This is an optimization exercise on Yosys and OpenROAD, whose aim is small area, a short achievable clock period and few clock cycles per item, not a production implementation. In this exercise RTL edits were held to simulation tests only and were not proved equivalent to the original. No activity file was given, so power comes from the tool's default toggle rates.

==> build 75 <==
// weighted_reaction_selector
module weighted_reaction_selector #(
    parameter int MAX_REACTIONS = 16
) (
    input  logic         clk,
    input  logic         rst_n,
    input  logic         psel,
    input  logic         penable,
    input  logic         pwrite,
    input  logic [2:0]   paddr,
    input  logic [31:0]  pwdata,
    output logic [31:0]  prdata,
    output logic         pready,
    input  logic         start,
    input  logic [72:0]  cmd_in,      
    output logic         busy,
    output logic         done,
    output logic [41:0]  result_out   
);
clock: 9.5 ns
lec_check: 0
cap_margin: 20
core_margin: 2
core_utilization: 40
setup_slack_margin: 5
slew_margin: 20
run.sh (not shown) runs the stock make flow with config.mk's settings and CLKGATE_MAP_FILE= SYNTH_SCRIPT=/design/flow/synth_recipe.tcl, a recipe that flattens the netlist after the stock synthesis.
==> build 64: changes against build 75 <==
--- a/flow/design.v
+++ b/flow/design.v
@@ -130,64 +130,85 @@
     logic [15:0] act_q;      
     logic [2:0]  rc_left;
     logic        rc_busy;
     assign new_n   = pwdata[4] ? 5'd16 : pwdata[4:0];
     assign new_g   = new_n[4] ? 2'd3 : new_n[3:2];
     assign new_m   = new_n[4] ? 3'd4 : {1'b0, new_n[1:0]};
     assign rc_busy = (rc_left != 3'd0);
     assign busy    = rc_busy;
+    logic [15:0] rc_hot_d;
+    always_comb
+    begin
+        if (cfg_wr)
+        begin
+            for (int k = 0; k < 16; k++)
+            begin
+                rc_hot_d[k] = (new_m != 3'd0) && ({new_g, 2'd0} == 4'(k));
+            end
+        end
+        else if (rc_busy && (rc_left != 3'd1))
+        begin
+            rc_hot_d = {rc_hot[14:0], 1'b0};
+        end
+        else
+        begin
+            rc_hot_d = 16'd0;
+        end
+    end
     always_ff @(posedge clk or negedge rst_n)
     begin
         if (!rst_n)
         begin
             rc_left <= 3'd0;
             rc_hot  <= 16'd0;
             act_q   <= 16'd1;
         end
-        else if (cfg_wr)
+        else
         begin
-            rc_left <= new_m;
-            for (int k = 0; k < 16; k++)
+            rc_hot <= rc_hot_d;
+            if (cfg_wr)
             begin
-                act_q[k] <= (5'(k) < new_n);
+                rc_left <= new_m;
+                for (int k = 0; k < 16; k++)
+                begin
+                    act_q[k] <= (5'(k) < new_n);
+                end
             end
-            for (int k = 0; k < 16; k++)
+            else if (rc_busy)
             begin
-                rc_hot[k] <= (new_m != 3'd0) && ({new_g, 2'd0} == 4'(k));
+                rc_left <= rc_left - 3'd1;
             end
         end
-        else if (rc_busy)
-        begin
-            rc_left <= rc_left - 3'd1;
-            rc_hot  <= (rc_left == 3'd1) ? 16'd0 : {rc_hot[14:0], 1'b0};
-        end
     end
     logic        accept;
     logic        a_v;
     logic [72:0] a_cmd;
-    logic [15:0] a_hot;      
+    logic [15:0] a_sel;      
+    logic        a_act;      
+    logic [15:0] valid_d;    
     assign accept = start && !busy;
     always_ff @(posedge clk or negedge rst_n)
     begin
         if (!rst_n)
         begin
             a_v <= 1'b0;
         end
         else
         begin
             a_v <= accept;
         end
     end
     always_ff @(posedge clk)
     begin
         a_cmd <= cmd_in;
+        a_act <= act_q[cmd_in[71:68]];
         for (int k = 0; k < 16; k++)
         begin
-            a_hot[k] <= accept && (cmd_in[71:68] == 4'(k));
+            a_sel[k] <= valid_d[k] && (rc_hot_d[k] || (accept && (cmd_in[71:68] == 4'(k))));
         end
     end
     logic          a_op;
     logic [3:0]    a_idx;
     logic [RW-1:0] a_rate;
     logic [PW-1:0] a_pt;
     assign a_op   = a_cmd[72];
     assign a_idx  = a_cmd[71:68];
@@ -208,17 +229,17 @@
     logic          a_wr;
     assign a_wr = a_v && !rc_busy && (a_op == wrs_pkg::OP_WRITE);
     assign a_fwd = b_wr && (b_idx == a_idx);
     always_comb
     begin
         a_tab = '0;
         for (int k = 0; k < 16; k++)
         begin
-            a_tab = a_tab | ((valid_q[k] && (a_hot[k] || rc_hot[k])) ? rate_q[k] : '0);
+            a_tab = a_tab | (a_sel[k] ? rate_q[k] : '0);
         end
     end
     assign a_old = a_fwd ? b_rate : a_tab;
     assign delta = {1'b0, a_rate} - {1'b0, a_old};
     always_ff @(posedge clk or negedge rst_n)
     begin
         if (!rst_n)
         begin
@@ -228,17 +249,17 @@
         end
         else
         begin
             b_v   <= a_v && !rc_busy;
             b_rc  <= rc_busy && !cfg_wr;
             b_en[0] <= a_wr && (a_idx[3:2] == 2'd0);
             b_en[1] <= a_wr && !a_idx[3];
             b_en[2] <= a_wr && (a_idx[3:2] != 2'd3);
-            b_en[3] <= (a_wr && ((a_hot & act_q) != 16'd0)) || (rc_busy && !cfg_wr);
+            b_en[3] <= (a_wr && a_act) || (rc_busy && !cfg_wr);
         end
     end
     always_ff @(posedge clk)
     begin
         b_op   <= a_op;
         b_idx  <= a_idx;
         b_rate <= a_rate;
         if (rc_busy)
@@ -283,16 +304,23 @@
             b_rest    = d1[35:0];
         end
         else
         begin
             b_ghot[0] = 1'b1;
             b_rest    = b_data;
         end
     end
+    always_comb
+    begin
+        for (int k = 0; k < 16; k++)
+        begin
+            valid_d[k] = valid_q[k] || (b_wr && (b_idx == 4'(k)));
+        end
+    end
     always_ff @(posedge clk)
     begin
         for (int k = 0; k < 16; k++)
         begin
             if (b_wr && (b_idx == 4'(k)))
             begin
                 rate_q[k] <= b_rate;
             end
@@ -305,23 +333,17 @@
             valid_q <= '0;
             base1_q <= '0;
             base2_q <= '0;
             base3_q <= '0;
             tot_q   <= '0;
         end
         else
         begin
-            for (int k = 0; k < 16; k++)
-            begin
-                if (b_wr && (b_idx == 4'(k)))
-                begin
-                    valid_q[k] <= 1'b1;
-                end
-            end
+            valid_q <= valid_d;
             base1_q <= 34'(bk_add({2'b0, base1_q}, b_en[0] ? b_data : 36'd0));
             base2_q <= 35'(bk_add({1'b0, base2_q}, b_en[1] ? b_data : 36'd0));
             base3_q <= bk_add(base3_q, b_en[2] ? b_data : 36'd0);
             if (cfg_wr)
             begin
                 case (new_g)
                     2'd0:    tot_q <= 36'd0;
                     2'd1:    tot_q <= {2'b0, base1_q};
CORE_UTILIZATION = 65   (was 40)
CTS_CLUSTER_DIAMETER = 70   (was unset)
CTS_CLUSTER_SIZE = 32   (was unset)
==> build 49: changes against build 75 <==
--- a/flow/design.v
+++ b/flow/design.v
@@ -130,64 +130,85 @@
     logic [15:0] act_q;      
     logic [2:0]  rc_left;
     logic        rc_busy;
     assign new_n   = pwdata[4] ? 5'd16 : pwdata[4:0];
     assign new_g   = new_n[4] ? 2'd3 : new_n[3:2];
     assign new_m   = new_n[4] ? 3'd4 : {1'b0, new_n[1:0]};
     assign rc_busy = (rc_left != 3'd0);
     assign busy    = rc_busy;
+    logic [15:0] rc_hot_d;
+    always_comb
+    begin
+        if (cfg_wr)
+        begin
+            for (int k = 0; k < 16; k++)
+            begin
+                rc_hot_d[k] = (new_m != 3'd0) && ({new_g, 2'd0} == 4'(k));
+            end
+        end
+        else if (rc_busy && (rc_left != 3'd1))
+        begin
+            rc_hot_d = {rc_hot[14:0], 1'b0};
+        end
+        else
+        begin
+            rc_hot_d = 16'd0;
+        end
+    end
     always_ff @(posedge clk or negedge rst_n)
     begin
         if (!rst_n)
         begin
             rc_left <= 3'd0;
             rc_hot  <= 16'd0;
             act_q   <= 16'd1;
         end
-        else if (cfg_wr)
+        else
         begin
-            rc_left <= new_m;
-            for (int k = 0; k < 16; k++)
+            rc_hot <= rc_hot_d;
+            if (cfg_wr)
             begin
-                act_q[k] <= (5'(k) < new_n);
+                rc_left <= new_m;
+                for (int k = 0; k < 16; k++)
+                begin
+                    act_q[k] <= (5'(k) < new_n);
+                end
             end
-            for (int k = 0; k < 16; k++)
+            else if (rc_busy)
             begin
-                rc_hot[k] <= (new_m != 3'd0) && ({new_g, 2'd0} == 4'(k));
+                rc_left <= rc_left - 3'd1;
             end
         end
-        else if (rc_busy)
-        begin
-            rc_left <= rc_left - 3'd1;
-            rc_hot  <= (rc_left == 3'd1) ? 16'd0 : {rc_hot[14:0], 1'b0};
-        end
     end
     logic        accept;
     logic        a_v;
     logic [72:0] a_cmd;
-    logic [15:0] a_hot;      
+    logic [15:0] a_sel;      
+    logic        a_act;      
+    logic [15:0] valid_d;    
     assign accept = start && !busy;
     always_ff @(posedge clk or negedge rst_n)
     begin
         if (!rst_n)
         begin
             a_v <= 1'b0;
         end
         else
         begin
             a_v <= accept;
         end
     end
     always_ff @(posedge clk)
     begin
         a_cmd <= cmd_in;
+        a_act <= act_q[cmd_in[71:68]];
         for (int k = 0; k < 16; k++)
         begin
-            a_hot[k] <= accept && (cmd_in[71:68] == 4'(k));
+            a_sel[k] <= valid_d[k] && (rc_hot_d[k] || (accept && (cmd_in[71:68] == 4'(k))));
         end
     end
     logic          a_op;
     logic [3:0]    a_idx;
     logic [RW-1:0] a_rate;
     logic [PW-1:0] a_pt;
     assign a_op   = a_cmd[72];
     assign a_idx  = a_cmd[71:68];
@@ -208,17 +229,17 @@
     logic          a_wr;
     assign a_wr = a_v && !rc_busy && (a_op == wrs_pkg::OP_WRITE);
     assign a_fwd = b_wr && (b_idx == a_idx);
     always_comb
     begin
         a_tab = '0;
         for (int k = 0; k < 16; k++)
         begin
-            a_tab = a_tab | ((valid_q[k] && (a_hot[k] || rc_hot[k])) ? rate_q[k] : '0);
+            a_tab = a_tab | (a_sel[k] ? rate_q[k] : '0);
         end
     end
     assign a_old = a_fwd ? b_rate : a_tab;
     assign delta = {1'b0, a_rate} - {1'b0, a_old};
     always_ff @(posedge clk or negedge rst_n)
     begin
         if (!rst_n)
         begin
@@ -228,17 +249,17 @@
         end
         else
         begin
             b_v   <= a_v && !rc_busy;
             b_rc  <= rc_busy && !cfg_wr;
             b_en[0] <= a_wr && (a_idx[3:2] == 2'd0);
             b_en[1] <= a_wr && !a_idx[3];
             b_en[2] <= a_wr && (a_idx[3:2] != 2'd3);
-            b_en[3] <= (a_wr && ((a_hot & act_q) != 16'd0)) || (rc_busy && !cfg_wr);
+            b_en[3] <= (a_wr && a_act) || (rc_busy && !cfg_wr);
         end
     end
     always_ff @(posedge clk)
     begin
         b_op   <= a_op;
         b_idx  <= a_idx;
         b_rate <= a_rate;
         if (rc_busy)
@@ -283,16 +304,23 @@
             b_rest    = d1[35:0];
         end
         else
         begin
             b_ghot[0] = 1'b1;
             b_rest    = b_data;
         end
     end
+    always_comb
+    begin
+        for (int k = 0; k < 16; k++)
+        begin
+            valid_d[k] = valid_q[k] || (b_wr && (b_idx == 4'(k)));
+        end
+    end
     always_ff @(posedge clk)
     begin
         for (int k = 0; k < 16; k++)
         begin
             if (b_wr && (b_idx == 4'(k)))
             begin
                 rate_q[k] <= b_rate;
             end
@@ -305,23 +333,17 @@
             valid_q <= '0;
             base1_q <= '0;
             base2_q <= '0;
             base3_q <= '0;
             tot_q   <= '0;
         end
         else
         begin
-            for (int k = 0; k < 16; k++)
-            begin
-                if (b_wr && (b_idx == 4'(k)))
-                begin
-                    valid_q[k] <= 1'b1;
-                end
-            end
+            valid_q <= valid_d;
             base1_q <= 34'(bk_add({2'b0, base1_q}, b_en[0] ? b_data : 36'd0));
             base2_q <= 35'(bk_add({1'b0, base2_q}, b_en[1] ? b_data : 36'd0));
             base3_q <= bk_add(base3_q, b_en[2] ? b_data : 36'd0);
             if (cfg_wr)
             begin
                 case (new_g)
                     2'd0:    tot_q <= 36'd0;
                     2'd1:    tot_q <= {2'b0, base1_q};
CORE_UTILIZATION = 65   (was 40)
==> results_tabular.tex <==
\begin{tabular}{lr}
\hline
Metric & Value \\
\hline
\multicolumn{2}{l}{\textbf{Routing}} \\
\quad WL met3 & roughly 22,000 um \\
\multicolumn{2}{l}{\textbf{Setup path}} \\
\quad Cell with the biggest individual delay on the critical path & sky130\_fd\_sc\_hd\_\_dfrtp\_2 \\
\quad Worst path depth & 24 \\
\quad Start point of the critical path & rc\_hot[5]\$\_DFFE\_PN0P\_ \\
\quad Data required time of the critical path & 10.10 ns \\
\multicolumn{2}{l}{\textbf{Global routing}} \\
\quad Pin count of the biggest net entering global routing & between 80 and 90 \\
\quad Global-route track usage on met2 & 40.6\% \\
\multicolumn{2}{l}{\textbf{Synth}} \\
\quad Avg Cell Area, Syn & 11.6 sq um \\
\quad Multiplexer share of the synthesized area & less than 1\% \\
\multicolumn{2}{l}{\textbf{Clock network}} \\
\quad Clock slew at reported path FFs & about 0.06 ns \\
\multicolumn{2}{l}{\textbf{Outcome}} \\
\quad Outcome & complete, no violations \\
\multicolumn{2}{l}{\textbf{Finish}} \\
\quad Final net count & around 5.6k \\
\multicolumn{2}{l}{\textbf{Hold path}} \\
\quad Worst min-delay path startpoint & c\_v\$\_DFF\_PN0\_ \\
\hline
\end{tabular}
# the run above: build 75

==> results_tabular.tex <==
\begin{tabular}{lr}
\hline
Metric & Value \\
\hline
\multicolumn{2}{l}{\textbf{Finish}} \\
\quad Final net count & approximately 5.4k \\
\multicolumn{2}{l}{\textbf{Outcome}} \\
\quad Outcome & complete, no violations \\
\multicolumn{2}{l}{\textbf{Setup path}} \\
\quad Cell with the biggest individual delay on the critical path & sky130\_fd\_sc\_hd\_\_buf\_4 \\
\quad Worst path depth & 21 \\
\quad Start point of the critical path & a\_sel[9]\$\_DFF\_P\_ \\
\quad Data required time of the critical path & around 10 ns \\
\multicolumn{2}{l}{\textbf{Synth}} \\
\quad Multiplexer share of the synthesized area & under 10\% \\
\quad Avg Cell Area, Syn & between 10 and 15 sq um \\
\multicolumn{2}{l}{\textbf{Hold path}} \\
\quad Worst min-delay path startpoint & a\_cmd[68]\$\_DFF\_P\_ \\
\multicolumn{2}{l}{\textbf{Global routing}} \\
\quad Global-route track usage on met2 & approximately three fifths \\
\multicolumn{2}{l}{\textbf{Routing}} \\
\quad WL met3 & 20,200 um \\
\hline
\end{tabular}
# the run above: build 49

==> results_tabular.tex <==
\begin{tabular}{lr}
\hline
Metric & Value \\
\hline
\multicolumn{2}{l}{\textbf{Finish}} \\
\quad Non-filler instance count after layout & about 5.7k \\
\quad Final net count & $\sim$5.3k \\
\multicolumn{2}{l}{\textbf{Hold path}} \\
\quad Worst min-delay path startpoint & a\_cmd[36]\$\_DFF\_P\_ \\
\multicolumn{2}{l}{\textbf{Setup path}} \\
\quad Data required time of the critical path & between 10 and 15 ns \\
\quad Worst path depth & 20 \\
\quad Start point of the critical path & b\_idx[2]\$\_DFF\_P\_ \\
\multicolumn{2}{l}{\textbf{Power}} \\
\quad Relative contribution of the clock network to total power & 18.4\% \\
\multicolumn{2}{l}{\textbf{Synth}} \\
\quad Leading register cell type out of synthesis & sky130\_fd\_sc\_hd\_\_edfxtp\_1 \\
\quad Avg Cell Area, Syn & around 12 sq um \\
\quad Multiplexer share of the synthesized area & about 1.3\% \\
\multicolumn{2}{l}{\textbf{Routing}} \\
\quad Number of remaining DRC errors & 0 \\
\quad WL met3 & roughly 19,000 um \\
\multicolumn{2}{l}{\textbf{Clock network}} \\
\quad Clock slew at reported path FFs & roughly 0.11 ns \\
\multicolumn{2}{l}{\textbf{Outcome}} \\
\quad Outcome & complete, no violations \\
\multicolumn{2}{l}{\textbf{Global routing}} \\
\quad Global-route track usage on met2 & about 60\% \\
\hline
\end{tabular}
# the run above: build 64

Testbench counts of build 75, summed over its fixed seeds: cycles 6,672, items 6,630.
Testbench counts of build 64, summed over its fixed seeds: cycles 6,672, items 6,630.
Testbench counts of build 49, summed over its fixed seeds: cycles 6,672, items 6,630.

## separate check: timing with driven ports
The flow's constraints put no driver on any port. The routed layouts listed below were extracted and timed again, unchanged, in two steps. Step 1 assumes that a clkbuf_16 drives the clock port and a buf_2 every other input. Step 2 times the ports against the registers' clock, not the clock port: input delays grow and output delays shrink by t, the midpoint of the rising clock arrivals with the driver on. Three values: no drivers, after step 1, after step 2; two values: the first two.
run	t, ns	slack for setup (ns)	worst hold slack (ns)	latest minus earliest clock arrival (ns)	worst register clock-pin slew, ns
build 75	0.801	4.336 / 4.336 / 4.336	0.347 / 0.347 / 0.347	0.037 / 0.036	0.07 / 0.07
build 64	0.725	4.777 / 4.777 / 4.580	0.360 / 0.360 / 0.360	0.046 / 0.046	0.12 / 0.12
build 49	0.749	4.870 / 4.870 / 4.326	0.342 / 0.342 / 0.342	0.031 / 0.032	0.07 / 0.07
After both steps setup and hold are still met in every run listed. The setup slack of build 49, which loses most, moves by 0.000 ns with the drivers and by -0.544 ns with both steps.
